What follows belongs to an exercise in optimizing a design on an open flow for small area; a production flow would make more cautious choices. RTL that was checked went through simulation tests only; none was proved equivalent to the original. The RTL of run 6 was laid out without a check of its function. Power is estimated from default activity; no workload was simulated.

File: design.v
`default_nettype none
package pcie_tl_pkg;
    localparam int DATA_W = 32;
    localparam logic [DATA_W-1:0] REG_TC_VC_MAP    = 32'h0000_1000;
    localparam logic [DATA_W-1:0] REG_LINK_CTRL    = 32'h0000_1004;
    localparam logic [DATA_W-1:0] REG_VC_FC_STATUS = 32'h0000_1008;   
    localparam logic [DATA_W-1:0] REG_BAR0_BASE    = 32'h0000_100C;
    localparam logic [DATA_W-1:0] REG_DMA_CFG      = 32'h0000_1010;
    localparam logic [DATA_W-1:0] REG_TX_DESC_LEN  = 32'h0000_2000;
    localparam logic [DATA_W-1:0] REG_TX_DESC_ADDR = 32'h0000_2004;
    typedef logic [1:0] axi_resp_t;
    localparam axi_resp_t RESP_OKAY   = 2'd0;
    localparam axi_resp_t RESP_SLVERR = 2'd2;
    localparam int BURST_BEATS = 16;               
    localparam int TLP_BYTES   = BURST_BEATS * 4;
    localparam logic [2:0] FMT_MWR32 = 3'b010;     
    localparam logic [4:0] TYPE_MEM  = 5'b00000;
    typedef struct packed {
        logic [DATA_W-1:0] addr;
    } cpu_ar_t;
    typedef struct packed {
        logic [DATA_W-1:0] addr;
        logic [DATA_W-1:0] data;
    } cpu_aw_t;
    typedef struct packed {
        logic [DATA_W-1:0] data;
        axi_resp_t         resp;
    } cpu_r_t;
    typedef struct packed {
        logic [15:0]       len;                    
        logic [DATA_W-1:0] addr;
    } tx_desc_t;
    typedef struct packed {
        logic [DATA_W-1:0] addr;
        logic [7:0]        tag;
    } tlp_req_t;
    typedef struct packed {
        logic [2:0]        fmt;
        logic [4:0]        typ;
        logic [13:0]       rsvd;                   
        logic [9:0]        length;
        logic [15:0]       req_id;
        logic [7:0]        tag;
        logic [3:0]        last_be;
        logic [3:0]        first_be;
        logic [DATA_W-1:0] addr;
    } tlp_hdr_t;
endpackage
`default_nettype wire
`timescale 1ns/1ns
`default_nettype none
module pcie_tl #(
    parameter int NUM_VC = 8
) (
    input  wire                               aclk,
    input  wire                               arst,
    input  wire                               awvalid_i,
    input  wire                               wvalid_i,
    input  wire pcie_tl_pkg::cpu_aw_t         cpu_aw_i,
    output logic                              awready_o,
    output logic                              wready_o,
    output logic                              bvalid_o,
    input  wire                               bready_i,
    output pcie_tl_pkg::axi_resp_t            bresp_o,
    input  wire                               arvalid_i,
    input  wire pcie_tl_pkg::cpu_ar_t         araddr_i,
    output logic                              arready_o,
    output logic                              rvalid_o,
    input  wire                               rready_i,
    output pcie_tl_pkg::cpu_r_t               cpu_r_o,
    output logic                              mem_arvalid_o,
    input  wire                               mem_arready_i,
    output logic [pcie_tl_pkg::DATA_W-1:0]    mem_araddr_o,
    input  wire                               mem_rvalid_i,
    output logic                              mem_rready_o,
    input  wire [pcie_tl_pkg::DATA_W-1:0]     mem_rdata_i,
    input  wire                               mem_rlast_i,
    output logic                              tx_valid_o,
    input  wire                               tx_ready_i,
    output logic [pcie_tl_pkg::DATA_W-1:0]    tx_data_o,
    input  wire                               linkup_i,
    input  wire [NUM_VC-1:0]                  dll_vc_up_i
);
    logic [31:0] wa, wd, ra;
    logic        wr_fire, rd_fire;
    assign wa       = cpu_aw_i.addr;
    assign wd       = cpu_aw_i.data;
    assign ra       = araddr_i.addr;
    assign wr_fire  = awready_o && awvalid_i && wvalid_i;
    assign rd_fire  = arready_o && arvalid_i;
    assign wready_o = awready_o;
    function automatic logic is_mapped(input logic [31:0] addr);
        is_mapped = addr == pcie_tl_pkg::REG_TC_VC_MAP    || addr == pcie_tl_pkg::REG_LINK_CTRL   ||
                    addr == pcie_tl_pkg::REG_VC_FC_STATUS || addr == pcie_tl_pkg::REG_BAR0_BASE   ||
                    addr == pcie_tl_pkg::REG_DMA_CFG      || addr == pcie_tl_pkg::REG_TX_DESC_LEN ||
                    addr == pcie_tl_pkg::REG_TX_DESC_ADDR;
    endfunction
    logic        bresp_err;
    logic        rresp_err;
    logic [31:0] rdata_q;
    assign bresp_o = {bresp_err, 1'b0};
    assign cpu_r_o = {rdata_q, rresp_err, 1'b0};
    always_ff @(posedge aclk) begin
        if (!arst) begin
            awready_o <= 1'b0;
            bvalid_o  <= 1'b0;
            arready_o <= 1'b0;
            rvalid_o  <= 1'b0;
        end else begin
            awready_o <= awvalid_i && wvalid_i && !bvalid_o && !awready_o;
            arready_o <= arvalid_i && !arready_o && !rvalid_o;
            if (wr_fire)       bvalid_o <= 1'b1;
            else if (bready_i) bvalid_o <= 1'b0;
            if (rd_fire)       rvalid_o <= 1'b1;
            else if (rready_i) rvalid_o <= 1'b0;
        end
    end
    logic [31:0] tc_vc_map_q, link_ctrl_q, bar0_q, desc_len_q, desc_addr_q;
    logic [31:0] wd_r;
    assign wd_r = arst ? wd : 32'h0;
    always_ff @(posedge aclk) begin
        if (!arst || (wr_fire && wa == pcie_tl_pkg::REG_TC_VC_MAP))    tc_vc_map_q <= wd_r;
        if (!arst || (wr_fire && wa == pcie_tl_pkg::REG_LINK_CTRL))    link_ctrl_q <= wd_r;
        if (!arst || (wr_fire && wa == pcie_tl_pkg::REG_BAR0_BASE))    bar0_q      <= wd_r;
        if (!arst || (wr_fire && wa == pcie_tl_pkg::REG_TX_DESC_LEN))  desc_len_q  <= wd_r;
        if (!arst || (wr_fire && wa == pcie_tl_pkg::REG_TX_DESC_ADDR)) desc_addr_q <= wd_r;
    end
    localparam logic [3:0] L_IDLE  = 4'd0;
    localparam logic [3:0] L_START = 4'd1;    
    localparam logic [3:0] L_TRAIN = 4'd2;
    localparam logic [3:0] L_DONE  = 4'd7;    
    logic [3:0]        ls_q;
    logic [NUM_VC-1:0] vc_up;
    logic              link_wr;
    assign link_wr = wr_fire && wd[0] && wa == pcie_tl_pkg::REG_LINK_CTRL;
    always_comb begin
        for (int i = 0; i < NUM_VC; i++)
            vc_up[i] = ls_q == L_DONE || (ls_q[3] && ls_q[2:0] > 3'(i));
    end
    always_ff @(posedge aclk) begin
        if (!arst) begin
            ls_q <= L_IDLE;
        end else if (ls_q[3]) begin
            if (dll_vc_up_i[ls_q[2:0]]) ls_q <= ls_q == 4'hF ? L_DONE : ls_q + 1'b1;
        end else begin
            case (ls_q)
                L_IDLE:  if (link_wr) ls_q <= L_START;
                L_START: ls_q <= L_TRAIN;
                L_TRAIN: if (linkup_i) ls_q <= 4'h8;
                L_DONE:  ;
                default: ls_q <= L_IDLE;
            endcase
        end
    end
    localparam logic [2:0] T_IDLE = 3'd0;
    localparam logic [2:0] T_HDR0 = 3'd1;
    localparam logic [2:0] T_HDR1 = 3'd2;
    localparam logic [2:0] T_HDR2 = 3'd3;
    localparam logic [2:0] T_PAY  = 3'd4;
    logic [2:0]  ts_q;
    logic        dma_pend_q;
    logic        req_valid_q;
    logic [9:0]  left_q;         
    logic [31:0] taddr_q;        
    logic [7:0]  tag_q;
    logic        dma_busy;
    logic        start_go, chunk_go, next_chunk, req_ready, last_xfer;
    logic [9:0]  chunks;
    assign chunks     = desc_len_q[15:6];
    assign dma_busy   = mem_arvalid_o || req_valid_q || ts_q != T_IDLE;
    assign start_go   = dma_pend_q && chunks != '0;
    assign last_xfer  = ts_q == T_PAY && mem_rvalid_i && tx_ready_i && mem_rlast_i;
    assign req_ready  = ts_q == T_IDLE || last_xfer;
    assign chunk_go   = (mem_arvalid_o || req_valid_q) &&
                        (!mem_arvalid_o || mem_arready_i) &&
                        (!req_valid_q || req_ready);
    assign next_chunk = chunk_go && left_q != 10'd1;
    always_ff @(posedge aclk) begin
        if (!arst) begin
            dma_pend_q    <= 1'b0;
            mem_arvalid_o <= 1'b0;
            req_valid_q   <= 1'b0;
        end else begin
            dma_pend_q <= wr_fire && wd[0] && !dma_busy && wa == pcie_tl_pkg::REG_DMA_CFG;
            if (start_go) begin
                mem_arvalid_o <= 1'b1;
                req_valid_q   <= 1'b1;
            end else if (chunk_go) begin
                mem_arvalid_o <= next_chunk;
                req_valid_q   <= next_chunk;
            end else begin
                mem_arvalid_o <= mem_arvalid_o && !mem_arready_i;
                req_valid_q   <= req_valid_q && !req_ready;
            end
        end
    end
    always_ff @(posedge aclk) begin
        if (start_go) begin
            left_q       <= chunks;
            mem_araddr_o <= desc_addr_q;
        end else if (chunk_go) begin
            left_q <= left_q - 1'b1;
            if (next_chunk) mem_araddr_o[31:6] <= mem_araddr_o[31:6] + 1'b1;
        end
        if (start_go) begin
            taddr_q <= bar0_q;
            tag_q   <= '0;
        end else if (last_xfer) begin
            taddr_q[31:6] <= taddr_q[31:6] + 1'b1;
            tag_q         <= tag_q + 1'b1;
        end
    end
    always_ff @(posedge aclk) begin
        if (!arst) begin
            ts_q <= T_IDLE;
        end else begin
            case (ts_q)
                T_IDLE: if (req_valid_q) ts_q <= T_HDR0;
                T_HDR0: if (tx_ready_i) ts_q <= T_HDR1;
                T_HDR1: if (tx_ready_i) ts_q <= T_HDR2;
                T_HDR2: if (tx_ready_i) ts_q <= T_PAY;
                T_PAY:  if (last_xfer) ts_q <= req_valid_q ? T_HDR0 : T_IDLE;
                default: ts_q <= T_IDLE;
            endcase
        end
    end
    assign mem_rready_o = ts_q == T_PAY && tx_ready_i;
    always_comb begin
        case (ts_q)
            T_HDR0:  tx_data_o = {pcie_tl_pkg::FMT_MWR32, pcie_tl_pkg::TYPE_MEM, 14'b0, 10'(pcie_tl_pkg::BURST_BEATS)};
            T_HDR1:  tx_data_o = {16'h0000, tag_q, 4'hF, 4'hF};
            T_HDR2:  tx_data_o = taddr_q;
            default: tx_data_o = mem_rdata_i;
        endcase
        tx_valid_o = ts_q == T_HDR0 || ts_q == T_HDR1 || ts_q == T_HDR2 ||
                     (ts_q == T_PAY && mem_rvalid_i);
    end
    logic [31:0] rd_data;
    always_comb begin
        case (ra)
            pcie_tl_pkg::REG_TC_VC_MAP:    rd_data = tc_vc_map_q;
            pcie_tl_pkg::REG_LINK_CTRL:    rd_data = link_ctrl_q;
            pcie_tl_pkg::REG_VC_FC_STATUS: rd_data = 32'(vc_up);
            pcie_tl_pkg::REG_BAR0_BASE:    rd_data = bar0_q;
            pcie_tl_pkg::REG_DMA_CFG:      rd_data = {31'b0, dma_busy};
            pcie_tl_pkg::REG_TX_DESC_LEN:  rd_data = desc_len_q;
            pcie_tl_pkg::REG_TX_DESC_ADDR: rd_data = desc_addr_q;
            default:          rd_data = '0;
        endcase
    end
    always_ff @(posedge aclk) begin
        if (wr_fire) bresp_err <= !is_mapped(wa);
        if (rd_fire) begin
            rdata_q   <= rd_data;
            rresp_err <= !is_mapped(ra);
        end
    end
endmodule
`default_nettype wire
File: run.sh
#!/bin/bash
# synth_recipe.tcl (not shown) runs the flow's synth.tcl, then flattens the netlist and writes it again
# the make line also repeats each setting of config.mk as NAME=value (left out here)
make -C /OpenROAD-flow-scripts/flow DESIGN_CONFIG=/design/flow/config.mk WORK_HOME=/design/flow/orfs CLKGATE_MAP_FILE= SYNTH_SCRIPT=/design/flow/synth_recipe.tcl finish
File: config.mk
export PLATFORM = sky130hd
export DESIGN_NAME = pcie_tl
export DESIGN_NICKNAME = pcie_tl
export VERILOG_FILES = /design/flow/design.v
export SDC_FILE = /design/flow/constraint.sdc
export NUM_CORES = 4
export LEC_CHECK = 0
export CAP_MARGIN = 20
export CORE_MARGIN = 2
export CORE_UTILIZATION = 40
export SLEW_MARGIN = 20
File: constraint.sdc
create_clock -name core_clock -period 5.0 [get_ports {aclk}]
set_input_delay 1.0000 -clock core_clock [delete_from_list [all_inputs] [get_ports {aclk}]]
set_output_delay 1.0000 -clock core_clock [all_outputs]
set_load 0.01 [all_outputs]
==> key figures, run 1 <==
Setup path
  – R2R depth: 6
  – Crit Path Max Fanout: 25
  – Slowest-stage cell, CP: and2_1
  – CP bufs+invs: 3
  – Reg-to-Reg Start: ts_q[2]$_SDFFE_PN0P_
  – CP Launch Point: ts_q[1]$_SDFFE_PN0P_
  – CP endpoint kind: primary output
  – Worst R2R Setup Slack: roughly 2400 ps
  – Crit-path max cell delay: around 720 ps
  – Crit path kind: flop to primary output
  – Worst path required time: around 4000 ps
  – CP cell instances: inv_1, nor2_1, buf_4, and2_1, a22oi_1, o21ai_0, clkdlybuf4s50_1
  – Startpoint Class: flop
  – Top Family by Delay on Critical Path: buffers and inverters
  – CP Data Arrival Time: about 3300 ps
  – RR Endpoint: mem_araddr_o[8]$_DFFE_PP_

Clock tree
  – Clock root buffer: clkbuf_16
  – CTS tree: built
  – Number of gates resized after CTS: 0
  – CTS hold repair buffers: 0
  – Worst skew pair latency: 550 ps
  – Num CTS Buffers: 30
  – H-tree levels: 1
  – Longest Clk Path Bufs: 3
  – Clock sink total: 290
  – Clk slew on worst S/H paths: around 60 ps
  – Setup Buffers After CTS: 0

Timing
  – Slew at the pin closest to its max-slew limit: about 1000 ps
  – Endpoints failing setup: 0
  – Hold Fails Final Rpt: 0
  – Max_slew headroom: between 30% and 40%
  – Clk_skew: approximately 6.5 ps
  – Crit path time final: between 4000 and 5000 ps
  – Period utilisation layout: between 80% and 90%
  – Final setup margin: ~660 ps
  – Setup TNS: 0 ps
  – RSZ-0062 raised after global routing: no
  – Final count of pins violating max slew: 0
  – Top achievable clock speed: 0.231 GHz

Pwr
  – Clk network pwr share: a little over two fifths
  – Sw frac: about a fifth
  – PwrDens: approximately 310 nW/µm²
  – Peak VDD IR: ~0.24 mV
  – Internal power: between 0.004 and 0.005 W
  – Sequential group share of total power: around half
  – NetSw: roughly 0.0012 W
  – Leakage power: 6.01 nW
  – Combinational power share: 6.5%

Min path
  – Hold Path Origin: bvalid_o$_SDFFE_PN0P_
  – Hold endpoint: awready_o$_SDFF_PN0_
  – Worst hold path type: flop to flop
  – Hold path cells: 1

Route
  – Total Routed Length: between 30 and 40 mm
  – Detailed Routing Iterations Pass 1: 5
  – Vias: 10098
  – Final antenna-violating net count: 0
  – Final routed DRC violation total: 0
  – WL per Instance: ~21 µm
  – Via density: around 5.5
  – DRT iter0 DRCs: between 800 and 900

Placed design
  – Final HPWL from detailed placement: 26.8 mm
  – Pre-CTS setup slack: 1240 ps
  – Quantity of I/O buffers inserted on ports: approximately 250
  – GP Congestion: a little under 0.9

Die
  – IO Pins: roughly 260
  – # rows: 67
  – Core ar.: between 30000 and 40000 µm²
  – Die X-Extent: between 150 and 200 µm
  – Chip Height: about 190 µm
  – Starting Density: between 40 and 50%
  – Die Area: roughly 35000 µm²

Logic synthesis
  – Synth top area cells: edfxtp_1 (59%), nand2_1 (3.3%), dfxtp_1 (3.3%)
  – Yosys reg bits: between 200 and 300
  – Synthesized area: 13500 µm²
  – Synth cell count leaders: edfxtp_1 (268), nand2_1 (119), nor2_1 (80)
  – Top FF cell, synth: edfxtp_1
  – Seq/Total Area, Yosys: a little over three fifths
  – Avg Cell Area, Syn: around 12 µm²
  – Ys Warns: 1
  – Top cell type's share of synthesized area: ~59%
  – Ys async rst share: 0%
  – Yosys top cell by area: edfxtp_1
  – Post-Synthesis Cells: 1125
  – Count leader, synth: edfxtp_1
  – Netlist cell types: 63
  – Number of synthesized flops with an enable pin: 268

Outcome
  – Status: finished clean

GRT
  – Gr usage total: 21.4%
  – First-pass GRT wire length: 58.6 mm
  – Vias in the first global route: about 10000
  – Largest net degree at the start of global routing: between 40 and 50
  – Remaining global-route overflow: 0
  – Initial antenna violation count: 0

Final layout
  – Layout cells sized above 1: 6.84%
  – Nets: ~1500
  – Area Growth Syn to Fin: 30.0%
  – Reg area: between 8000 and 9000 µm²
  – Multi-input logic area: roughly 4700 µm²
  – Filler cells: 2852
  – Final Core Density: a little over half
  – Ant. Diodes: 0

Flow run
  – Max-cap viol count: 0
## flip-flops by register name, indices dropped and copies added, names as in the netlist
signal	count
ts_q	3
rdata_q	32
rresp_err	1
mem_araddr_o	32
bar0_q	32
arready_o	1
tag_q	8
desc_len_q	32
link_ctrl_q	32
bvalid_o	1
bresp_err	1
left_q	10
tc_vc_map_q	32
mem_arvalid_o	1
ls_q	4
req_valid_q	1
awready_o	1
dma_pend_q	1
desc_addr_q	32
rvalid_o	1
taddr_q	32
## metal layers
metal / vias to the layer above / track usage (%) / routed length, µm
li1: 4719 / - / -
met1: 4924 / 30.5 / 17200
met2: 411 / 34.3 / 18000
met3: 44 / 3.35 / 2730
met4: 0 / 5.69 / 845
met5: - / 0 / 0
## through the flow
stage | hold WS, ps | instance area [µm²] | cells | total power, W
CTS | 445 | 17600 | 1836 | 0.00556
finish | 439 | 17600 | 1836 | 0.00552
global placement | 427 | 16600 | 1781 | 0.00323
global route | 468 | 17600 | 1836 | 0.00570
detailed placement | 429 | 16600 | 1781 | 0.00324
floorplan | 417 | 13500 | 1126 | 0.00300
## placed cells by master (no fill, tap or decap), types with 19 or more instances in the layout
master and count:
clkdlybuf4s50_1 252, xnor2_1 50, edfxtp_1 268, nand2_1 118, a221o_1 27, buf_4 22, nand3_1 27, and2_1 38
a21oi_1 22, a22oi_1 39, inv_1 25, nor4_1 19, nor3_1 26, a22o_1 37, o21ai_0 70, dfxtp_1 22
and3_1 23, nor2_1 79, clkbuf_16 31
## power by group through the flow
stage	clock network (W)	logic, W	registers (W)
finish	0.00233	0.000357	0.00283
global route	0.00247	0.000384	0.00284
CTS	0.00236	0.000359	0.00283
detailed placement	0	0.000357	0.00288
global placement	0	0.000354	0.00288
floorplan	0	0.000148	0.00285
## logic make-up after synthesis
group	share of synthesized area, %
buf+inv	2.98
fa+ha+maj	1.11
compound gates	12.7
xor+xnor	3.95
other cells	0.0277
mux	1.21
flops	62.7
simple gates	15.3
## how the worst max path moves through the flow
stage / slack [ps] / cells after the start / end
2_1_floorplan: 340 / 4 / link_ctrl_q[0]$_DFFE_PP_
3_3_place_gp: 1340 / 6 / bar0_q[31]$_DFFE_PP_
3_5_place_dp: 1240 / 7 / tx_data_o[14]
4_1_cts: 640 / 7 / tx_data_o[13]
5_1_grt: 380 / 7 / tx_data_o[10]
6_report: 660 / 7 / tx_data_o[12]
## worst reg2reg max path: stages, from the launching register on
cell       delay [ps]
dfxtp_1           690
nand4bb_1         300
or2_2             430
nand3_1           190
a31oi_1           210
inv_1             100
buf_4             340
## area by class of cell
cell class / instances / area share (%)
timing repair buffer: 275 / 15.3
tap: 448 / 3.19
clock buffer: 39 / 4.69
inverter: 26 / 0.562
sequential: 290 / 48.2
clock inverter: 16 / 1.16
multi-input combinational: 742 / 26.9
==> run 2: changes to the inputs <==
--- a/config.mk
+++ b/config.mk
@@ -5,6 +5,7 @@
 export SDC_FILE = /design/flow/constraint.sdc
 export NUM_CORES = 4
 export LEC_CHECK = 0
+export ABC_AREA = 1
 export CAP_MARGIN = 20
 export CORE_MARGIN = 2
 export CORE_UTILIZATION = 40
==> key figures, run 2 <==
Outcome
  – Status: finished clean (unchanged)

Placed design
  – Placed cells: 2102 (was 1781)
  – GP Congestion: 0.895 (was 0.873)
  – Quantity of I/O buffers inserted on ports: 253 (unchanged)
  – Final HPWL from detailed placement: 26.8 mm (about the same)

Setup path
  – Worst R2R Setup Slack: 2450 ps (was 2390 ps)
  – Top Family by Delay on Critical Path: buffers and inverters (unchanged)
  – Slowest-stage cell, CP: clkdlybuf4s50_1 (was and2_1)
  – Startpoint Class: flop (unchanged)
  – CP cell instances: inv_1, nor2_2, inv_2, nor2_2, inv_1, o221ai_1, clkdlybuf4s50_1 (was inv_1, nor2_1, buf_4, and2_1, a22oi_1, o21ai_0, clkdlybuf4s50_1)
  – Crit Path Max Fanout: 20 (was 25)
  – Worst path required time: 4000 ps (about the same)
  – CP bufs+invs: 4 (was 3)
  – CP Data Arrival Time: 2940 ps (was 3340 ps)
  – Crit-path max cell delay: 570 ps (was 720 ps)
  – CP endpoint kind: primary output (unchanged)
  – Crit path kind: flop to primary output (unchanged)

Die
  – Chip Height: 191 µm (was 188 µm)
  – Core ar.: 34500 µm² (was 33400 µm²)
  – Starting Density: 40.5% (about the same)
  – Die Area: 36400 µm² (was 35300 µm²)
  – # rows: 68 (was 67)
  – Die X-Extent: 191 µm (was 188 µm)
  – IO Pins: 256 (unchanged)

GRT
  – Remaining global-route overflow: 0 (unchanged)
  – First-pass GRT wire length: 58.4 mm (was 58.6 mm)
  – Largest net degree at the start of global routing: 86 (was 44)
  – Gr usage total: 20.8% (was 21.4%)
  – Vias in the first global route: 10454 (was 9944)
  – Initial antenna violation count: 1 (was 0)

Timing
  – Max_slew headroom: 46.3% (was 30.7%)
  – Top achievable clock speed: 0.254 GHz (was 0.231 GHz)
  – Period utilisation layout: 78.8% (was 86.8%)
  – Crit path time final: 3940 ps (was 4340 ps)
  – Hold Fails Final Rpt: 0 (unchanged)
  – RSZ-0062 raised after global routing: no (unchanged)
  – Clk_skew: 10.0 ps (was 6.50 ps)
  – Endpoints failing setup: 0 (unchanged)
  – Setup TNS: 0 ps (unchanged)
  – Final count of pins violating max slew: 0 (unchanged)
  – Worst Hold Slack: 451 ps (was 439 ps)
  – Slew at the pin closest to its max-slew limit: 806 ps (was 1040 ps)

Pwr
  – Sequential group share of total power: 43.7% (was 51.3%)
  – Leakage power: 7.17 nW (was 6.01 nW)
  – Combinational power share: 23.2% (was 6.5%)
  – PwrDens: 410 nW/µm² (was 314 nW/µm²)
  – NetSw: 0.00207 W (was 0.00115 W)
  – Peak VDD IR: 0.269 mV (was 0.238 mV)
  – Internal power: 0.00529 W (was 0.00437 W)
  – Sw frac: 28.1% (was 20.8%)
  – Clk network pwr share: 33.1% (was 42.3%)
  – Total power: 0.00736 W (was 0.00552 W)

Logic synthesis
  – Mux contribution to synthesized area: 0% (was 1.21%)
  – Top cell type's share of synthesized area: 57.7% (was 59.5%)
  – Ys Warns: 1 (unchanged)
  – Synth Area in Adders: 1.08% (was 1.11%)
  – Yosys top cell by area: edfxtp_1 (unchanged)
  – Count leader, synth: nand2_1 (was edfxtp_1)
  – Seq/Total Area, Yosys: 60.9% (was 62.7%)
  – Post-Synth Simple-Gate Area: 21.6% (was 15.3%)
  – Yosys reg bits: 290 (unchanged)
  – Synthesized area: 13900 µm² (was 13500 µm²)
  – Avg Cell Area, Syn: 9.76 µm² (was 12.0 µm²)
  – Post-synthesis compound-gate area fraction: 6.87% (was 12.7%)
  – Number of synthesized flops with an enable pin: 268 (unchanged)
  – Post-Synthesis Cells: 1429 (was 1125)
  – Synth cell count leaders: nand2_1 (388), edfxtp_1 (268), inv_1 (174) (was edfxtp_1 (268), nand2_1 (119), nor2_1 (80))
  – Netlist cell types: 45 (was 63)
  – Main combinational cell family by area after synthesis: simple AND/OR/NAND/NOR gates (unchanged)
  – Post-synthesis xor/xnor area fraction: 2.57% (was 3.95%)
  – Synth top area cells: edfxtp_1 (58%), nand2_1 (10%), inv_1 (4.7%) (was edfxtp_1 (59%), nand2_1 (3.3%), dfxtp_1 (3.3%))
  – Top FF cell, synth: edfxtp_1 (unchanged)
  – Ys async rst share: 0% (unchanged)

Route
  – Final routed DRC violation total: 0 (unchanged)
  – DRT iter0 DRCs: 714 (was 823)
  – Via density: 4.94 (was 5.50)
  – Detailed Routing Iterations Pass 1: 5 (unchanged)
  – Final antenna-violating net count: 0 (unchanged)
  – Vias: 10665 (was 10098)
  – Total Routed Length: 38.0 mm (was 38.8 mm)
  – WL per Instance: 17.6 µm (was 21.1 µm)

Final layout
  – Area Growth Syn to Fin: 28.9% (was 30.0%)
  – Ant. Diodes: 0 (unchanged)
  – Most frequent cells in the layout: nand2_1 (385), edfxtp_1 (268), clkdlybuf4s50_1 (252) (was edfxtp_1 (268), clkdlybuf4s50_1 (252), nand2_1 (118))
  – Filler cells: 3128 (was 2852)
  – Layout cells sized above 1: 7.70% (was 6.84%)
  – Nets: 1839 (was 1525)
  – Commonest non-fill, non-tap cell in the layout: nand2_1 (was edfxtp_1)
  – Multi-input logic area: 4520 µm² (was 4730 µm²)
  – Finished Layout Cells: 2157 (was 1836)
  – Final Core Density: 52.2% (was 52.6%)
  – Reg area: 8490 µm² (unchanged)

Min path
  – Worst hold path type: flop to flop (unchanged)

Clock tree
  – Setup Buffers After CTS: 0 (unchanged)
  – Clock root buffer: clkbuf_16 (unchanged)
  – Number of gates resized after CTS: 0 (unchanged)
  – CTS tree: built (unchanged)
  – Longest Clk Path Bufs: 3 (unchanged)
  – Clock sink total: 290 (unchanged)
  – Clk slew on worst S/H paths: 60 ps (about the same)
  – CTS hold repair buffers: 0 (unchanged)
  – H-tree levels: 1 (unchanged)
  – Num CTS Buffers: 30 (unchanged)
  – Worst skew pair latency: 550 ps (about the same)

Flow run
  – Max-cap viol count: 0 (unchanged)
[run 2: cell types whose count changed in the layout (fill, tap and decap cells not counted), moves of 15 or more]
cell     before  now
a221o_1      27    6
xnor2_1      50   10
nor2_1       79  106
nand2_1     118  385
and2_1       38    1
a22oi_1      39    0
a22o_1       37    2
nor2_2        1   16
and3_1       23    0
nand3_1      27   79
inv_1        25  173
xor2_1       11   31
o21ai_1      11   26
nand4_1      10   28
[run 2: per-layer routing]
| metal | share of wire, % | global-route usage [%] | wire length (µm) | vias up |
|---|---|---|---|---|
| li1 | - | - | - | 5281 |
| met2 | 46 | 34.1 | 17500 | 364 |
| met1 | 46 | 29.7 | 17400 | 4974 |
| met4 | 1.5 | 4.50 | 581 | 2 |
| met5 | 0.034 | 0 | 13 | - |
| met3 | 6.7 | 2.72 | 2550 | 44 |
[run 2: through the flow]
stage	worst slack [ps]	cell area, µm²
floorplan	498	13900
detailed placement	1420	16900
CTS	1010	18000
global route	776	18000
global placement	1550	16900
finish	1060	18000
[run 2: power groups by stage]
stage	Combinational, W	Clock [W]	Sequential [W]
after floorplan	0.000884	0	0.00322
after detailed placement	0.00172	0	0.00326
final	0.00171	0.00244	0.00322
after global routing	0.00190	0.00256	0.00325
after CTS	0.00173	0.00247	0.00321
after global placement	0.00171	0	0.00326
[run 2: cell families after synthesis]
kind of cell	count (synthesis)
AND/OR/NAND/NOR	684
XOR/XNOR	41
adder cells (fa/ha/maj)	12
flip-flops	290
AO/OA/AOI/OAI	168
buffers and inverters	233
other	1
[run 2: final cells by class]
class	count	share of cell area (%)
inverter	186	3.91
sequential	290	47.2
timing repair buffer	264	14.5
tap	455	3.17
clock inverter	15	1.32
clock buffer	40	4.73
multi-input combinational	907	25.1
[run 2: worst paths after layout]
kind                                               start                   end  cells past startpoint
worst max register to register  desc_len_q[13]$_DFFE_PP_   left_q[3]$_DFFE_PP_                      5
worst max-delay path                ts_q[1]$_SDFFE_PN0P_         tx_data_o[11]                      7
worst min-delay path               rvalid_o$_SDFFE_PN0P_  arready_o$_SDFF_PN0_                      1
worst min register to register     rvalid_o$_SDFFE_PN0P_  arready_o$_SDFF_PN0_                      1
[run 2: worst register-to-register path, delay by kind of cell, from the launching register on]
| family | cells | cell delay (ps) |
|---|---|---|
| flops | 1 | 460 |
| buf+inv | 1 | 640 |
| simple gates | 4 | 1070 |
==> run 3: changes to the inputs <==
--- a/config.mk
+++ b/config.mk
@@ -5,8 +5,8 @@
 export SDC_FILE = /design/flow/constraint.sdc
 export NUM_CORES = 4
 export LEC_CHECK = 0
-export ABC_AREA = 1
 export CAP_MARGIN = 20
 export CORE_MARGIN = 2
-export CORE_UTILIZATION = 40
+export CORE_UTILIZATION = 60
+export CTS_BUF_LIST = sky130_fd_sc_hd__clkbuf_4 sky130_fd_sc_hd__clkbuf_2
 export SLEW_MARGIN = 20
==> key figures, run 3 <==
Die
  – IO Pins: 256 (unchanged)
  – Core ar.: 22000 µm² (was 34500 µm²)
  – # rows: 54 (was 68)
  – Die Area: 23800 µm² (was 36400 µm²)
  – Starting Density: 61.6% (was 40.5%)
  – Chip Height: 154 µm (was 191 µm)
  – Die X-Extent: 154 µm (was 191 µm)

Setup path
  – Worst R2R Setup Slack: 2340 ps (was 2450 ps)
  – Crit Path Max Fanout: 25 (was 20)
  – Worst path required time: 4000 ps (about the same)
  – Startpoint Class: flop (unchanged)
  – Reg-to-Reg Start: desc_len_q[7]$_DFFE_PP_ (was desc_len_q[13]$_DFFE_PP_)
  – CP Launch Point: ts_q[1]$_SDFFE_PN0P_ (unchanged)
  – RR Endpoint: mem_araddr_o[13]$_DFFE_PP_ (was left_q[3]$_DFFE_PP_)
  – CP endpoint kind: primary output (unchanged)
  – Crit path kind: flop to primary output (unchanged)
  – CP Data Arrival Time: 3380 ps (was 2940 ps)
  – R2R depth: 6 (was 5)

Clock tree
  – Clock root buffer: clkbuf_4 (was clkbuf_16)
  – Num CTS Buffers: 73 (was 30)
  – Worst skew pair latency: 710 ps (was 550 ps)
  – CTS hold repair buffers: 0 (unchanged)
  – CTS tree: built (unchanged)
  – H-tree levels: 3 (was 1)
  – Longest Clk Path Bufs: 3 (unchanged)
  – Number of gates resized after CTS: 0 (unchanged)
  – Clock sink total: 290 (unchanged)
  – Clk slew on worst S/H paths: 60 ps (about the same)
  – Setup Buffers After CTS: 0 (unchanged)

Timing
  – Slew at the pin closest to its max-slew limit: 1050 ps (was 806 ps)
  – Setup TNS: 0 ps (unchanged)
  – Endpoints failing setup: 0 (unchanged)
  – Max_slew headroom: 30.3% (was 46.3%)
  – Hold Fails Final Rpt: 0 (unchanged)
  – RSZ-0062 raised after global routing: no (unchanged)
  – Period utilisation layout: 87.5% (was 78.8%)
  – Crit path time final: 4380 ps (was 3940 ps)
  – Top achievable clock speed: 0.228 GHz (was 0.254 GHz)
  – Final count of pins violating max slew: 0 (unchanged)
  – Clk_skew: 46.5 ps (was 10.0 ps)

GRT
  – Largest net degree at the start of global routing: 52 (was 86)
  – Initial antenna violation count: 0 (was 1)
  – Gr usage total: 31.6% (was 20.8%)
  – Remaining global-route overflow: 0 (unchanged)
  – Vias in the first global route: 10649 (was 10454)
  – First-pass GRT wire length: 57.5 mm (was 58.4 mm)

Final layout
  – Filler cells: 1426 (was 3128)
  – Most frequent cells in the layout: edfxtp_1 (268), clkdlybuf4s50_1 (252), nand2_1 (119) (was nand2_1 (385), edfxtp_1 (268), clkdlybuf4s50_1 (252))
  – Multi-input logic area: 4720 µm² (was 4520 µm²)
  – Final Core Density: 78.8% (was 52.2%)
  – Commonest non-fill, non-tap cell in the layout: edfxtp_1 (was nand2_1)
  – Nets: 1570 (was 1839)
  – Layout cells sized above 1: 11.3% (was 7.70%)
  – Area Growth Syn to Fin: 27.8% (was 28.9%)
  – Reg area: 8490 µm² (unchanged)

Placed design
  – Quantity of I/O buffers inserted on ports: 253 (unchanged)
  – GP Congestion: 0.887 (was 0.895)
  – Final HPWL from detailed placement: 26.1 mm (was 26.8 mm)

Logic synthesis
  – Avg Cell Area, Syn: 12.0 µm² (was 9.76 µm²)
  – Synth cell count leaders: edfxtp_1 (268), nand2_1 (119), nor2_1 (80) (was nand2_1 (388), edfxtp_1 (268), inv_1 (174))
  – Number of synthesized flops with an enable pin: 268 (unchanged)
  – Synth top area cells: edfxtp_1 (59%), nand2_1 (3.3%), dfxtp_1 (3.3%) (was edfxtp_1 (58%), nand2_1 (10%), inv_1 (4.7%))
  – Post-Synthesis Cells: 1125 (was 1429)
  – Synthesized area: 13500 µm² (was 13900 µm²)
  – Seq/Total Area, Yosys: 62.7% (was 60.9%)
  – Top FF cell, synth: edfxtp_1 (unchanged)
  – Netlist cell types: 63 (was 45)
  – Count leader, synth: edfxtp_1 (was nand2_1)
  – Top cell type's share of synthesized area: 59.5% (was 57.7%)
  – Ys Warns: 1 (unchanged)
  – Yosys top cell by area: edfxtp_1 (unchanged)
  – Ys async rst share: 0% (unchanged)
  – Yosys reg bits: 290 (unchanged)

Route
  – Final antenna-violating net count: 0 (unchanged)
  – DRT iter0 DRCs: 1103 (was 714)
  – Total Routed Length: 38.0 mm (about the same)
  – Final routed DRC violation total: 0 (unchanged)
  – Vias: 10741 (was 10665)
  – Via density: 6.16 (was 4.94)
  – WL per Instance: 21.8 µm (was 17.6 µm)
  – Detailed Routing Iterations Pass 1: 5 (unchanged)

Outcome
  – Status: finished clean (unchanged)

Flow run
  – Max-cap viol count: 0 (unchanged)

Pwr
  – Peak VDD IR: 0.297 mV (was 0.269 mV)
  – Leakage power: 6.05 nW (was 7.17 nW)
  – PwrDens: 300 nW/µm² (was 410 nW/µm²)

Min path
  – Worst hold path type: flop to flop (unchanged)
  – Hold endpoint: arready_o$_SDFF_PN0_ (unchanged)
  – Hold Path Origin: rvalid_o$_SDFFE_PN0P_ (unchanged)
  – Hold path cells: 1 (unchanged)
-- run 3: worst max path at each step --
stage | endpoint | slack [ps] | cells past startpoint
finish | tx_data_o[8] | 620 | 6
CTS | tx_data_o[8] | 610 | 6
floorplan | link_ctrl_q[0]$_DFFE_PP_ | 340 | 4
global route | tx_data_o[8] | 370 | 6
detailed placement | rdata_q[28]$_DFFE_PP_ | 1270 | 7
global placement | rdata_q[26]$_DFFE_PP_ | 1290 | 7
-- run 3: through the flow --
stage	setup WS (ps)	hold slack, ps	total power [W]	instance area (µm²)	std cells
3_3_place_gp	1290	428	0.00323	16400	1614
3_5_place_dp	1270	436	0.00324	16400	1614
6_report	623	446	0.00518	17300	1744
4_1_cts	612	449	0.00521	17300	1742
5_1_grt	365	458	0.00536	17300	1743
2_1_floorplan	345	417	0.00300	13500	1126
-- run 3: power by group --
| group | total (W) | internal [W] | switching [W] |
|---|---|---|---|
| Clock | 0.00199 | 0.00102 | 0.000965 |
| Combinational | 0.000357 | 0.000194 | 0.000164 |
| Sequential | 0.00284 | 0.00276 | 0.0000755 |
| Total | 0.00518 | 0.00398 | 0.00120 |
-- run 3: cells by family after synthesis --
kind of cell | synth area share, %
fa+ha+maj | 1.11
buf+inv | 2.98
xor+xnor | 3.95
other cells | 0.0277
compound gates | 12.7
simple gates | 15.3
flops | 62.7
mux | 1.21
-- run 3: worst max-delay path, cell delays in order, from the launching register on --
cell,delay (ps)
dfxtp_1,590
inv_1,320
nor2_1,200
and2_1,720
a22oi_1,150
o21ai_0,140
clkdlybuf4s50_1,580
-- run 3: area by class of cell --
type                    instances  share of cell area [%]
repair buffers                277                    15.7
inverters                      26                   0.571
multi-input cells             742                    27.3
flip-flops and latches        290                    49.1
diodes                          1                  0.0145
well taps                     280                    2.02
clock inverters                24                   0.868
clock buffers                 104                    4.51
-- run 3: routing by layer --
| metal | wire (µm) | share of wire [%] | global-route usage [%] | up-vias |
|---|---|---|---|---|
| li1 | - | - | - | 4850 |
| met1 | 14700 | 39 | 41.8 | 5110 |
| met2 | 18300 | 48 | 51.8 | 674 |
| met3 | 3890 | 10 | 6.78 | 107 |
| met4 | 1190 | 3.1 | 12.2 | 0 |
| met5 | 0 | 0 | 0 | - |
==> run 4: changes to the inputs <==
==> flow/run.sh (new file) <==
#!/bin/bash
# Standard ORFS layout with two changes: the port buffers are the smallest
# buffer cell, and clock tree synthesis uses small clock buffers and no dummy
# loads. Each tool's full output goes to the ORFS logs under orfs/logs and the
# make output to flow_make.log in this folder.
set -euo pipefail
export BUFFER_PORTS_ARGS="-buffer_cell sky130_fd_sc_hd__buf_1"
export CTS_ARGS="-sink_clustering_enable -repair_clock_nets -dont_use_dummy_load -buf_list {sky130_fd_sc_hd__clkbuf_4 sky130_fd_sc_hd__clkbuf_2}"
bash standard.sh > flow_make.log 2>&1
==> standard.sh (new file) <==
#!/bin/bash
# synth_recipe.tcl (not shown) runs the flow's synth.tcl, then flattens the netlist and writes it again
# the make line also repeats each setting of config.mk as NAME=value (left out here)
make -C /OpenROAD-flow-scripts/flow DESIGN_CONFIG=/design/flow/config.mk WORK_HOME=/design/flow/orfs CLKGATE_MAP_FILE= SYNTH_SCRIPT=/design/flow/synth_recipe.tcl "${@:-finish}"
--- a/config.mk
+++ b/config.mk
@@ -8,5 +8,4 @@
 export CAP_MARGIN = 20
 export CORE_MARGIN = 2
 export CORE_UTILIZATION = 60
-export CTS_BUF_LIST = sky130_fd_sc_hd__clkbuf_4 sky130_fd_sc_hd__clkbuf_2
 export SLEW_MARGIN = 20
removed: run.sh
==> key figures, run 4 <==
Outcome
  – Status: finished clean (unchanged)

Die
  – # rows: 54 (unchanged)
  – Die Area: 23800 µm² (unchanged)
  – Chip Height: 154 µm (unchanged)
  – Starting Density: 61.6% (unchanged)
  – IO Pins: 256 (unchanged)
  – Core ar.: 22000 µm² (unchanged)
  – Die X-Extent: 154 µm (unchanged)

Route
  – WL met2: 16.6 mm (was 18.3 mm)
  – Vias: 10316 (was 10741)
  – Final antenna-violating net count: 0 (unchanged)
  – WL per Instance: 21.3 µm (was 21.8 µm)
  – Final routed DRC violation total: 0 (unchanged)
  – Via density: 6.12 (was 6.16)
  – Total Routed Length: 35.9 mm (was 38.0 mm)
  – Met3 WL: 3.39 mm (was 3.89 mm)
  – Detailed Routing Iterations Pass 1: 5 (unchanged)
  – DR top layer: met4 (unchanged)
  – Wl on met1: 14.9 mm (was 14.7 mm)
  – DRT iter0 DRCs: 1001 (was 1103)

Final layout
  – Fin area: 15300 µm² (was 17300 µm²)
  – Most frequent cells in the layout: edfxtp_1 (268), buf_1 (252), nand2_1 (118) (was edfxtp_1 (268), clkdlybuf4s50_1 (252), nand2_1 (119))
  – Layout cells sized above 1: 8.61% (was 11.3%)
  – Area Growth Syn to Fin: 13.4% (was 27.8%)
  – Filler cells: 1673 (was 1426)
  – Nets: 1567 (was 1570)
  – Commonest non-fill, non-tap cell in the layout: edfxtp_1 (unchanged)

Placed design
  – Quantity of I/O buffers inserted on ports: 253 (unchanged)
  – GP Congestion: 0.884 (was 0.887)
  – Final HPWL from detailed placement: 24.2 mm (was 26.1 mm)
  – Cell Area, Placed: 14800 µm² (was 16400 µm²)

Clock tree
  – Clock root buffer: clkbuf_4 (unchanged)
  – CTS hold repair buffers: 0 (unchanged)
  – CTS tree: built (unchanged)
  – Longest Clk Path Bufs: 3 (unchanged)
  – Clock sink total: 290 (unchanged)
  – Setup Buffers After CTS: 0 (unchanged)
  – Worst skew pair latency: 680 ps (was 710 ps)
  – Clk slew on worst S/H paths: 60 ps (about the same)
  – Num CTS Buffers: 75 (was 73)
  – H-tree levels: 3 (unchanged)
  – Number of gates resized after CTS: 0 (unchanged)

Setup path
  – Reg-to-Reg Start: desc_len_q[6]$_DFFE_PP_ (was desc_len_q[7]$_DFFE_PP_)
  – CP Data Arrival Time: 2880 ps (was 3380 ps)
  – R2R depth: 7 (was 6)
  – Crit path kind: flop to primary output (unchanged)
  – RR Endpoint: mem_araddr_o[19]$_DFFE_PP_ (was mem_araddr_o[13]$_DFFE_PP_)
  – Crit Path Max Fanout: 25 (unchanged)
  – CP Launch Point: ts_q[1]$_SDFFE_PN0P_ (unchanged)
  – Worst R2R Setup Slack: 1590 ps (was 2340 ps)
  – Worst path required time: 4000 ps (about the same)
  – End of the critical path: tx_data_o[14] (was tx_data_o[8])
  – Startpoint Class: flop (unchanged)
  – CP endpoint kind: primary output (unchanged)

Timing
  – RSZ-0062 raised after global routing: no (unchanged)
  – Max_slew headroom: 28.7% (was 30.3%)
  – Period utilisation layout: 77.5% (was 87.5%)
  – Clk_skew: 83.4 ps (was 46.5 ps)
  – Final count of pins violating max slew: 0 (unchanged)
  – Endpoints failing setup: 0 (unchanged)
  – Crit path time final: 3880 ps (was 4380 ps)
  – Slew at the pin closest to its max-slew limit: 1070 ps (was 1050 ps)
  – Hold Fails Final Rpt: 0 (unchanged)
  – Setup TNS: 0 ps (unchanged)
  – Top achievable clock speed: 0.258 GHz (was 0.228 GHz)

Min path
  – Worst hold path type: flop to flop (unchanged)
  – Hold Path Origin: desc_addr_q[0]$_DFFE_PP_ (was rvalid_o$_SDFFE_PN0P_)

Logic synthesis
  – Synth top area cells: edfxtp_1 (59%), nand2_1 (3.3%), dfxtp_1 (3.3%) (unchanged)
  – Ys async rst share: 0% (unchanged)
  – Top cell type's share of synthesized area: 59.5% (unchanged)
  – Post-Synthesis Cells: 1125 (unchanged)
  – Netlist cell types: 63 (unchanged)
  – Count leader, synth: edfxtp_1 (unchanged)
  – Avg Cell Area, Syn: 12.0 µm² (unchanged)
  – Top FF cell, synth: edfxtp_1 (unchanged)
  – Ys Warns: 1 (unchanged)
  – Number of synthesized flops with an enable pin: 268 (unchanged)
  – Synth cell count leaders: edfxtp_1 (268), nand2_1 (119), nor2_1 (80) (unchanged)
  – Yosys reg bits: 290 (unchanged)
  – Synthesized area: 13500 µm² (unchanged)
  – Yosys top cell by area: edfxtp_1 (unchanged)
  – Seq/Total Area, Yosys: 62.7% (unchanged)

GRT
  – First-pass GRT wire length: 53.8 mm (was 57.5 mm)
  – Vias in the first global route: 9826 (was 10649)
  – Initial antenna violation count: 2 (was 0)
  – Remaining global-route overflow: 0 (unchanged)
  – Gr usage total: 29.8% (was 31.6%)
  – Largest net degree at the start of global routing: 125 (was 52)

Pwr
  – Leakage power: 5.14 nW (was 6.05 nW)
  – PwrDens: 299 nW/µm² (was 300 nW/µm²)
  – Peak VDD IR: 0.219 mV (was 0.297 mV)

Flow run
  – Max-cap viol count: 0 (unchanged)
==> run 4: cell counts after synthesis <==
No cell type changed its count.
==> run 4: stage by stage <==
step                instances  total power, W  utilization (%)  worst slack (ps)  hold WS [ps]
floorplan                1126         0.00300                -               345           417
global placement         1609         0.00313             67.2              1590           426
detailed placement       1609         0.00314             67.2              1530           444
CTS                      1684         0.00462             69.7              1120           399
global route             1686         0.00476             69.9               823           402
finish                   1686         0.00459             69.9              1120           416
==> run 4: cell families after synthesis <==
| group | synth area share [%] |
|---|---|
| and+or+nand+nor | 15.3 |
| DFF | 62.7 |
| AOI/OAI and AO/OA | 12.7 |
| buffers and inverters | 2.98 |
| xor gates and xnor gates | 3.95 |
| muxes | 1.21 |
| adders and majority gates | 1.11 |
| other | 0.0277 |
==> run 4: metal layers <==
metal / GRT usage [%] / vias up
met2: 46.3 / 541
met4: 10.1 / 0
met3: 7.20 / 74
met5: 0 / -
li1: - / 4802
met1: 41.8 / 4899
==> run 4: worst min-delay path by stage <==
stage / cells past startpoint / end
after floorplan: 0 / taddr_q[3]$_DFFE_PP_
after global placement: 1 / awready_o$_SDFF_PN0_
after detailed placement: 1 / awready_o$_SDFF_PN0_
after CTS: 0 / mem_araddr_o[0]$_DFFE_PP_
after global routing: 0 / mem_araddr_o[0]$_DFFE_PP_
final: 0 / mem_araddr_o[0]$_DFFE_PP_
==> run 4: final cells by class <==
cell class / instances / area, µm² / share of cell area (%)
Timing Repair Buffer: 272 / 1130 / 7.34
Inverter: 26 / 98.8 / 0.644
Clock buffer: 75 / 563 / 3.67
Antenna cell: 1 / 2.50 / 0.0163
Sequential cell: 290 / 8490 / 55.3
Tap cell: 280 / 350 / 2.28
Multi-Input combinational cell: 742 / 4720 / 30.7
==> run 4: worst max-delay path, stage by stage (launching register included) <==
cell	delay, ps
dfxtp_1	580
inv_1	310
nor2_1	200
and2_1	710
a22oi_1	160
o21ai_0	130
buf_1	170
==> run 4: power breakdown <==
group	switching (W)	internal [W]
registers	0.0000652	0.00277
clock network	0.000813	0.000682
logic	0.000163	0.0000978
total	0.00104	0.00355
==> run 5: changes to the inputs <==
--- a/flow/run.sh
+++ b/flow/run.sh
@@ -5,5 +5,5 @@
 # make output to flow_make.log in this folder.
 set -euo pipefail
 export BUFFER_PORTS_ARGS="-buffer_cell sky130_fd_sc_hd__buf_1"
-export CTS_ARGS="-sink_clustering_enable -repair_clock_nets -dont_use_dummy_load -buf_list {sky130_fd_sc_hd__clkbuf_4 sky130_fd_sc_hd__clkbuf_2}"
+export CTS_ARGS="-sink_clustering_enable -repair_clock_nets -dont_use_dummy_load -sink_clustering_size 12 -sink_clustering_max_diameter 60 -buf_list {sky130_fd_sc_hd__clkbuf_8 sky130_fd_sc_hd__clkbuf_4 sky130_fd_sc_hd__clkbuf_2}"
 bash standard.sh > flow_make.log 2>&1
--- a/config.mk
+++ b/config.mk
@@ -7,5 +7,5 @@
 export LEC_CHECK = 0
 export CAP_MARGIN = 20
 export CORE_MARGIN = 2
-export CORE_UTILIZATION = 60
+export CORE_UTILIZATION = 70
 export SLEW_MARGIN = 20
==> key figures, run 5 <==
Final layout
  – Layout cells sized above 1: 5.24% (was 8.61%)
  – Commonest non-fill, non-tap cell in the layout: edfxtp_1 (unchanged)
  – Most frequent cells in the layout: edfxtp_1 (268), buf_1 (252), nand2_1 (119) (was edfxtp_1 (268), buf_1 (252), nand2_1 (118))
  – Ant. Diodes: 0 (was 1)
  – Filler cells: 1156 (was 1673)
  – Final Core Density: 80.2% (was 69.9%)
  – Fin area: 15100 µm² (was 15300 µm²)
  – Nets: 1518 (was 1567)
  – Area Growth Syn to Fin: 11.5% (was 13.4%)

Logic synthesis
  – Count leader, synth: edfxtp_1 (unchanged)
  – Ys Warns: 1 (unchanged)
  – Synthesized area: 13500 µm² (unchanged)
  – Synth cell count leaders: edfxtp_1 (268), nand2_1 (119), nor2_1 (80) (unchanged)
  – Top FF cell, synth: edfxtp_1 (unchanged)
  – Netlist cell types: 63 (unchanged)
  – Avg Cell Area, Syn: 12.0 µm² (unchanged)
  – Number of synthesized flops with an enable pin: 268 (unchanged)
  – Synth top area cells: edfxtp_1 (59%), nand2_1 (3.3%), dfxtp_1 (3.3%) (unchanged)
  – Yosys top cell by area: edfxtp_1 (unchanged)
  – Yosys reg bits: 290 (unchanged)
  – Top cell type's share of synthesized area: 59.5% (unchanged)
  – Ys async rst share: 0% (unchanged)
  – Post-Synthesis Cells: 1125 (unchanged)
  – Seq/Total Area, Yosys: 62.7% (unchanged)

Placed design
  – GP Congestion: 0.926 (was 0.884)
  – Quantity of I/O buffers inserted on ports: 253 (unchanged)
  – Cell Area, Placed: 14700 µm² (was 14800 µm²)
  – Final HPWL from detailed placement: 23.3 mm (was 24.2 mm)

Setup path
  – Crit-path max cell delay: 680 ps (was 710 ps)
  – Worst path required time: 4000 ps (about the same)
  – CP Data Arrival Time: 2800 ps (was 2880 ps)
  – CP endpoint kind: primary output (unchanged)
  – Top Family by Delay on Critical Path: simple AND/OR/NAND/NOR gates (unchanged)
  – Crit path kind: flop to primary output (unchanged)
  – CP cell instances: inv_1, nor2_1, and2_1, a22oi_1, o21ai_0, buf_1 (unchanged)
  – Slowest-stage cell, CP: and2_1 (unchanged)
  – Crit Path Max Fanout: 25 (unchanged)
  – Startpoint Class: flop (unchanged)
  – CP bufs+invs: 2 (unchanged)

Pwr
  – Internal power: 0.00335 W (was 0.00355 W)
  – Combinational power share: 6.0% (was 5.7%)
  – Leakage power: 5.00 nW (was 5.14 nW)
  – Clk network pwr share: 28.5% (was 32.6%)
  – Sequential group share of total power: 65.6% (was 61.7%)
  – Peak VDD IR: 0.293 mV (was 0.219 mV)
  – Total power: 0.00431 W (was 0.00459 W)
  – PwrDens: 286 nW/µm² (was 299 nW/µm²)
  – Sw frac: 22.2% (was 22.7%)
  – NetSw: 0.000955 W (was 0.00104 W)

Clock tree
  – Clock sink total: 290 (unchanged)
  – Num CTS Buffers: 28 (was 75)
  – Worst skew pair latency: 590 ps (was 680 ps)
  – Setup Buffers After CTS: 0 (unchanged)
  – Longest Clk Path Bufs: 3 (unchanged)
  – CTS tree: built (unchanged)
  – Clk slew on worst S/H paths: 70 ps (was 60 ps)
  – H-tree levels: 1 (was 3)
  – Number of gates resized after CTS: 0 (unchanged)
  – CTS hold repair buffers: 0 (unchanged)
  – Clock root buffer: clkbuf_8 (was clkbuf_4)

Outcome
  – Status: finished clean (unchanged)

Die
  – Core ar.: 18800 µm² (was 22000 µm²)
  – IO Pins: 256 (unchanged)
  – Die X-Extent: 143 µm (was 154 µm)
  – # rows: 50 (was 54)
  – Chip Height: 143 µm (was 154 µm)
  – Starting Density: 71.9% (was 61.6%)
  – Die Area: 20500 µm² (was 23800 µm²)

Min path
  – Worst hold path type: flop to flop (unchanged)

Timing
  – RSZ-0062 raised after global routing: no (unchanged)
  – Period utilisation layout: 76.0% (was 77.5%)
  – Final count of pins violating max slew: 0 (unchanged)
  – Crit path time final: 3800 ps (was 3880 ps)
  – Setup TNS: 0 ps (unchanged)
  – Endpoints failing setup: 0 (unchanged)
  – Slew at the pin closest to its max-slew limit: 1100 ps (was 1070 ps)
  – Hold Fails Final Rpt: 0 (unchanged)
  – Top achievable clock speed: 0.263 GHz (was 0.258 GHz)
  – Max_slew headroom: 26.8% (was 28.7%)
  – Clk_skew: 48.8 ps (was 83.4 ps)

Route
  – DRT iter0 DRCs: 1361 (was 1001)
  – Via density: 6.38 (was 6.12)
  – Final antenna-violating net count: 0 (unchanged)
  – Total Routed Length: 34.5 mm (was 35.9 mm)
  – Detailed Routing Iterations Pass 1: 7 (was 5)
  – Vias: 10311 (was 10316)
  – Final routed DRC violation total: 0 (unchanged)
  – WL per Instance: 21.4 µm (was 21.3 µm)

GRT
  – Gr usage total: 33.1% (was 29.8%)
  – First-pass GRT wire length: 51.3 mm (was 53.8 mm)
  – Vias in the first global route: 9365 (was 9826)
  – Largest net degree at the start of global routing: 52 (was 125)
  – Remaining global-route overflow: 0 (unchanged)
  – Initial antenna violation count: 3 (was 2)

Flow run
  – Max-cap viol count: 0 (unchanged)
-- run 5: kinds of logic after synthesis --
kind of cell    after synthesis  share of synthesized area [%]
simple gates                404                           15.3
flops                       290                           62.7
compound gates              247                           12.7
buf+inv                      94                           2.98
xor+xnor                     61                           3.95
mux                          16                           1.21
fa+ha+maj                    12                           1.11
other cells                   1                         0.0277
-- run 5: power by group through the flow --
stage | sequential, W | combinational (W) | clock [W]
final | 0.00283 | 0.000258 | 0.00123
after global placement | 0.00287 | 0.000248 | 0
after detailed placement | 0.00288 | 0.000255 | 0
after global routing | 0.00283 | 0.000281 | 0.00130
after CTS | 0.00282 | 0.000256 | 0.00122
after floorplan | 0.00285 | 0.000148 | 0
-- run 5: cell type report --
type | count | area, µm² | area share, %
multi-input cells | 742 | 4720 | 31.3
well taps | 260 | 325 | 2.16
flip-flops and latches | 290 | 8490 | 56.2
inverters | 26 | 98.8 | 0.655
repair buffers | 270 | 1080 | 7.15
clock buffers | 28 | 385 | 2.55
-- run 5: routing by layer --
layer  share of wire (%)  GRT usage [%]  up-vias
li1                    -              -     4676
met1                  39           47.4     4875
met2                  48           54.1      684
met3                  11           5.20       76
met4                 2.0           7.71        0
met5                   0              0        -
-- run 5: worst paths after layout --
kind	startpoint	depth (start not counted)	slack, ps	endpoint
worst max-delay path	ts_q[1]$_SDFFE_PN0P_	6	1200	tx_data_o[8]
worst min-delay path	arready_o$_SDFF_PN0_	1	450	arready_o$_SDFF_PN0_
worst max register to register	desc_len_q[6]$_DFFE_PP_	5	1860	mem_araddr_o[21]$_DFFE_PP_
worst min register to register	arready_o$_SDFF_PN0_	1	450	arready_o$_SDFF_PN0_
-- run 5: stage by stage --
| step | hold WS [ps] | setup slack [ps] | std cells |
|---|---|---|---|
| 5_1_grt | 464 | 996 | 1616 |
| 2_1_floorplan | 417 | 345 | 1126 |
| 3_3_place_gp | 426 | 1660 | 1588 |
| 3_5_place_dp | 430 | 1450 | 1588 |
| 6_report | 452 | 1200 | 1616 |
| 4_1_cts | 453 | 1230 | 1616 |
-- run 5: worst reg2reg max path: cells and delay by family, from the launching register on --
kind / cells / cell delay, ps
AO/OA/AOI/OAI: 2 / 820
buffers and inverters: 2 / 1010
flip-flops: 1 / 430
AND/OR/NAND/NOR: 1 / 420
==> run 6: changes to the inputs <==
--- a/design.v
+++ b/design.v
@@ -152,6 +152,14 @@
             endcase
         end
     end
+    function automatic logic [25:0] inc26(input logic [25:0] x);
+        logic c;
+        c = 1'b1;
+        for (int i = 0; i < 26; i++) begin
+            inc26[i] = x[i] ^ c;
+            c        = c & x[i];
+        end
+    endfunction
     localparam logic [2:0] T_IDLE = 3'd0;
     localparam logic [2:0] T_HDR0 = 3'd1;
     localparam logic [2:0] T_HDR1 = 3'd2;
@@ -200,13 +208,13 @@
             mem_araddr_o <= desc_addr_q;
         end else if (chunk_go) begin
             left_q <= left_q - 1'b1;
-            if (next_chunk) mem_araddr_o[31:6] <= mem_araddr_o[31:6] + 1'b1;
+            if (next_chunk) mem_araddr_o[31:6] <= inc26(mem_araddr_o[31:6]);
         end
         if (start_go) begin
             taddr_q <= bar0_q;
             tag_q   <= '0;
         end else if (last_xfer) begin
-            taddr_q[31:6] <= taddr_q[31:6] + 1'b1;
+            taddr_q[31:6] <= inc26(taddr_q[31:6]);
             tag_q         <= tag_q + 1'b1;
         end
     end
@@ -236,17 +244,24 @@
                      (ts_q == T_PAY && mem_rvalid_i);
     end
     logic [31:0] rd_data;
+    logic ra_base, ra_g1, ra_g2;
+    assign ra_base = ra[31:14] == '0 && ra[11:5] == '0 && ra[1:0] == '0;
+    assign ra_g1   = ra_base && ra[13:12] == 2'b01;
+    assign ra_g2   = ra_base && ra[13:12] == 2'b10 && ra[4:3] == 2'b00;
     always_comb begin
-        case (ra)
-            pcie_tl_pkg::REG_TC_VC_MAP:    rd_data = tc_vc_map_q;
-            pcie_tl_pkg::REG_LINK_CTRL:    rd_data = link_ctrl_q;
-            pcie_tl_pkg::REG_VC_FC_STATUS: rd_data = 32'(vc_up);
-            pcie_tl_pkg::REG_BAR0_BASE:    rd_data = bar0_q;
-            pcie_tl_pkg::REG_DMA_CFG:      rd_data = {31'b0, dma_busy};
-            pcie_tl_pkg::REG_TX_DESC_LEN:  rd_data = desc_len_q;
-            pcie_tl_pkg::REG_TX_DESC_ADDR: rd_data = desc_addr_q;
-            default:          rd_data = '0;
-        endcase
+        rd_data = '0;
+        if (ra_g1) begin
+            case (ra[4:2])
+                3'd0: rd_data = tc_vc_map_q;
+                3'd1: rd_data = link_ctrl_q;
+                3'd2: rd_data = 32'(vc_up);
+                3'd3: rd_data = bar0_q;
+                3'd4: rd_data = {31'b0, dma_busy};
+                default: rd_data = '0;
+            endcase
+        end else if (ra_g2) begin
+            rd_data = ra[2] ? desc_addr_q : desc_len_q;
+        end
     end
     always_ff @(posedge aclk) begin
         if (wr_fire) bresp_err <= !is_mapped(wa);
==> key figures, run 6 <==
Logic synthesis
  – Synthesized area: 13200 µm² (was 13500 µm²)
  – Top FF cell, synth: edfxtp_1 (unchanged)
  – Ys async rst share: 0% (unchanged)
  – Synth cell count leaders: edfxtp_1 (268), nand2_1 (183), ha_1 (57) (was edfxtp_1 (268), nand2_1 (119), nor2_1 (80))
  – Post-Synthesis Cells: 1022 (was 1125)
  – Yosys reg bits: 290 (unchanged)
  – Avg Cell Area, Syn: 12.9 µm² (was 12.0 µm²)
  – Ys Warns: 1 (unchanged)
  – Seq/Total Area, Yosys: 64.5% (was 62.7%)
  – Netlist cell types: 58 (was 63)
  – Yosys top cell by area: edfxtp_1 (unchanged)
  – Number of synthesized flops with an enable pin: 268 (unchanged)
  – Synth top area cells: edfxtp_1 (61%), ha_1 (5.4%), nand2_1 (5.2%) (was edfxtp_1 (59%), nand2_1 (3.3%), dfxtp_1 (3.3%))
  – Count leader, synth: edfxtp_1 (unchanged)
  – Top cell type's share of synthesized area: 61.2% (was 59.5%)

Timing
  – Period utilisation layout: 97.3% (was 76.0%)
  – Final count of pins violating max slew: 0 (unchanged)
  – Crit path time final: 4870 ps (was 3800 ps)
  – Clk_skew: 35.9 ps (was 48.8 ps)
  – Slew at the pin closest to its max-slew limit: 1100 ps (about the same)
  – Hold Fails Final Rpt: 0 (unchanged)
  – Worst Hold Slack: 408 ps (was 452 ps)
  – Top achievable clock speed: 0.205 GHz (was 0.263 GHz)
  – Max_slew headroom: 26.7% (was 26.8%)
  – Endpoints failing setup: 0 (unchanged)

Clock tree
  – Num CTS Buffers: 28 (unchanged)
  – Worst skew pair latency: 550 ps (was 590 ps)
  – Clock sink total: 290 (unchanged)
  – H-tree levels: 1 (unchanged)
  – CTS tree: built (unchanged)
  – Longest Clk Path Bufs: 3 (unchanged)
  – Clk slew on worst S/H paths: 80 ps (was 70 ps)
  – CTS hold repair buffers: 0 (unchanged)
  – Clock root buffer: clkbuf_8 (unchanged)

Placed design
  – Placed cells: 1475 (was 1588)
  – Cell Area, Placed: 14400 µm² (was 14700 µm²)
  – Final HPWL from detailed placement: 21.8 mm (was 23.3 mm)
  – Quantity of I/O buffers inserted on ports: 253 (unchanged)
  – GP Congestion: 0.890 (was 0.926)

Pwr
  – PwrDens: 371 nW/µm² (was 286 nW/µm²)
  – Leakage power: 5.40 nW (was 5.00 nW)
  – Peak VDD IR: 0.338 mV (was 0.293 mV)

Setup path
  – Top Family by Delay on Critical Path: adder cells (was simple AND/OR/NAND/NOR gates)
  – CP Data Arrival Time: 5140 ps (was 2800 ps)
  – Reg-to-Reg Start: mem_araddr_o[7]$_DFFE_PP_ (was desc_len_q[6]$_DFFE_PP_)
  – Crit-path max cell delay: 410 ps (was 680 ps)
  – CP bufs+invs: 0 (was 2)
  – CP endpoint kind: flop (was primary output)
  – Crit path kind: flop to flop (was flop to primary output)
  – CP Launch Point: mem_araddr_o[7]$_DFFE_PP_ (was ts_q[1]$_SDFFE_PN0P_)
  – Crit Path Max Fanout: 2 (was 25)
  – Most used cell, CP: ha_4
  – Startpoint Class: flop (unchanged)
  – Worst path required time: 5270 ps (was 4000 ps)
  – Slowest-stage cell, CP: edfxtp_1 (was and2_1)

Final layout
  – Multi-input logic area: 4780 µm² (was 4720 µm²)
  – Reg area: 8490 µm² (unchanged)
  – Filler cells: 1085 (was 1156)
  – Layout cells sized above 1: 11.5% (was 5.24%)
  – Area Growth Syn to Fin: 15.1% (was 11.5%)
  – Ant. Diodes: 0 (unchanged)
  – Commonest non-fill, non-tap cell in the layout: edfxtp_1 (unchanged)
  – Fin area: 15100 µm² (about the same)
  – Finished Layout Cells: 1504 (was 1616)
  – Nets: 1477 (was 1518)
  – Most frequent cells in the layout: edfxtp_1 (268), buf_1 (250), nand2_1 (180) (was edfxtp_1 (268), buf_1 (252), nand2_1 (119))

Route
  – Detailed Routing Iterations Pass 1: 5 (was 7)
  – Vias: 9344 (was 10311)
  – WL per Instance: 21.6 µm (was 21.4 µm)
  – Final routed DRC violation total: 0 (unchanged)
  – Final antenna-violating net count: 0 (unchanged)
  – Total Routed Length: 32.5 mm (was 34.5 mm)
  – Via density: 6.21 (was 6.38)
  – DRT iter0 DRCs: 859 (was 1361)

GRT
  – Vias in the first global route: 9115 (was 9365)
  – Largest net degree at the start of global routing: 63 (was 52)
  – Initial antenna violation count: 0 (was 3)
  – Remaining global-route overflow: 0 (unchanged)
  – First-pass GRT wire length: 49.1 mm (was 51.3 mm)
  – Gr usage total: 32.4% (was 33.1%)

Min path
  – Hold Path Origin: desc_addr_q[5]$_DFFE_PP_ (was arready_o$_SDFF_PN0_)
  – Worst hold path type: flop to flop (unchanged)

Die
  – Die Area: 19900 µm² (was 20500 µm²)
  – IO Pins: 256 (unchanged)
  – Core ar.: 18600 µm² (was 18800 µm²)
  – Die X-Extent: 141 µm (was 143 µm)
  – Chip Height: 141 µm (was 143 µm)
  – # rows: 50 (unchanged)
  – Starting Density: 70.8% (was 71.9%)

Flow run
  – Max-cap viol count: 0 (unchanged)

Outcome
  – Status: finished clean (unchanged)
## run 6: logic make-up after synthesis
family	share of synthesized area (%)
multiplexers	5.84
AO/OA/AOI/OAI	8.90
buffers and inverters	2.45
AND/OR/NAND/NOR	11.9
XOR/XNOR	0.998
adder cells (fa/ha/maj)	5.42
other	0.0285
flip-flops	64.5
## run 6: power by group
| group | total [W] | switching, W | internal [W] |
|---|---|---|---|
| logic | 0.00114 | 0.000689 | 0.000452 |
| registers | 0.00324 | 0.000216 | 0.00303 |
| clock network | 0.00123 | 0.000737 | 0.000497 |
| total | 0.00562 | 0.00164 | 0.00398 |
## run 6: worst paths after layout
path | endpoint | depth (start not counted) | slack [ps]
setup / recovery | mem_araddr_o[31]$_DFFE_PP_ | 26 | 130
hold / removal | mem_araddr_o[5]$_DFFE_PP_ | 0 | 410
setup reg to reg | mem_araddr_o[31]$_DFFE_PP_ | 26 | 130
hold reg to reg | mem_araddr_o[5]$_DFFE_PP_ | 0 | 410
## run 6: area by class of cell
type                    instances  share of cell area (%)
clock buffers                  28                    2.54
multi-input cells             658                    31.6
repair buffers                276                    7.44
flip-flops and latches        290                    56.1
inverters                      18                   0.446
well taps                     234                    1.93
## run 6: per-layer routing
layer / wire length [µm] / share of wire, % / vias up / track usage (%)
li1: - / - / 4295 / -
met1: 12600 / 39 / 4483 / 42.6
met2: 15800 / 48 / 483 / 53.6
met3: 2910 / 8.9 / 83 / 6.11
met4: 1240 / 3.8 / 0 / 13.7
met5: 0 / 0 / - / 0
## run 6: timing repair
item | 4_1_cts | 5_1_grt
setup buffers | 0 | 1
setup endpoints to repair | 6 | 4
pin swaps | 4 | 4
resized for setup | 46 | 20
cloned | 0 | 0
## run 6: per-stage QoR
stage	setup WS, ps	util [%]	TNS (ps)	total power (W)
floorplan	11.3	-	0	0.00393
global placement	-226	77.5	-851	0.00431
detailed placement	-359	77.5	-1490	0.00436
CTS	5.71	80.7	0	0.00559
global route	-3.91	81.5	-3.91	0.00587
finish	133	81.5	0	0.00562

[separate check: timing with driven ports]
In the flow no input, the clock included, has a driving cell. The finished layouts below were timed again as built, in two steps.
Step 1 (the two cells are an assumption about what drives the block):
set clk [get_ports {aclk}]
set_driving_cell -lib_cell sky130_fd_sc_hd__clkbuf_16 $clk
set_driving_cell -lib_cell sky130_fd_sc_hd__buf_2 [delete_from_list [all_inputs] $clk]
Step 2 adds t to the input delays and takes it off the output delays; t is the mean of the earliest and latest rising clock arrival at the registers after step 1. Input paths then give back, and output paths get back, about the clock's delay inside the block.
Slacks: ideal / step 1 / step 2; pairs: ideal / step 1.
run	shift t [ns]	slack for setup (ns)	slew at the worst register clock pin (ns)
run 1	0.603	0.662 / 0.610 / 1.213	0.07 / 0.07
run 2	0.600	1.059 / 1.008 / 1.425	0.07 / 0.07
run 3	0.716	0.623 / 0.591 / 1.220	0.08 / 0.08
run 4	0.662	1.123 / 1.091 / 1.500	0.07 / 0.07
run 5	0.603	1.201 / 1.161 / 1.588	0.09 / 0.09
run 6	0.581	0.133 / 0.133 / 0.133	0.08 / 0.08
After both steps setup and hold are still met in every run listed.
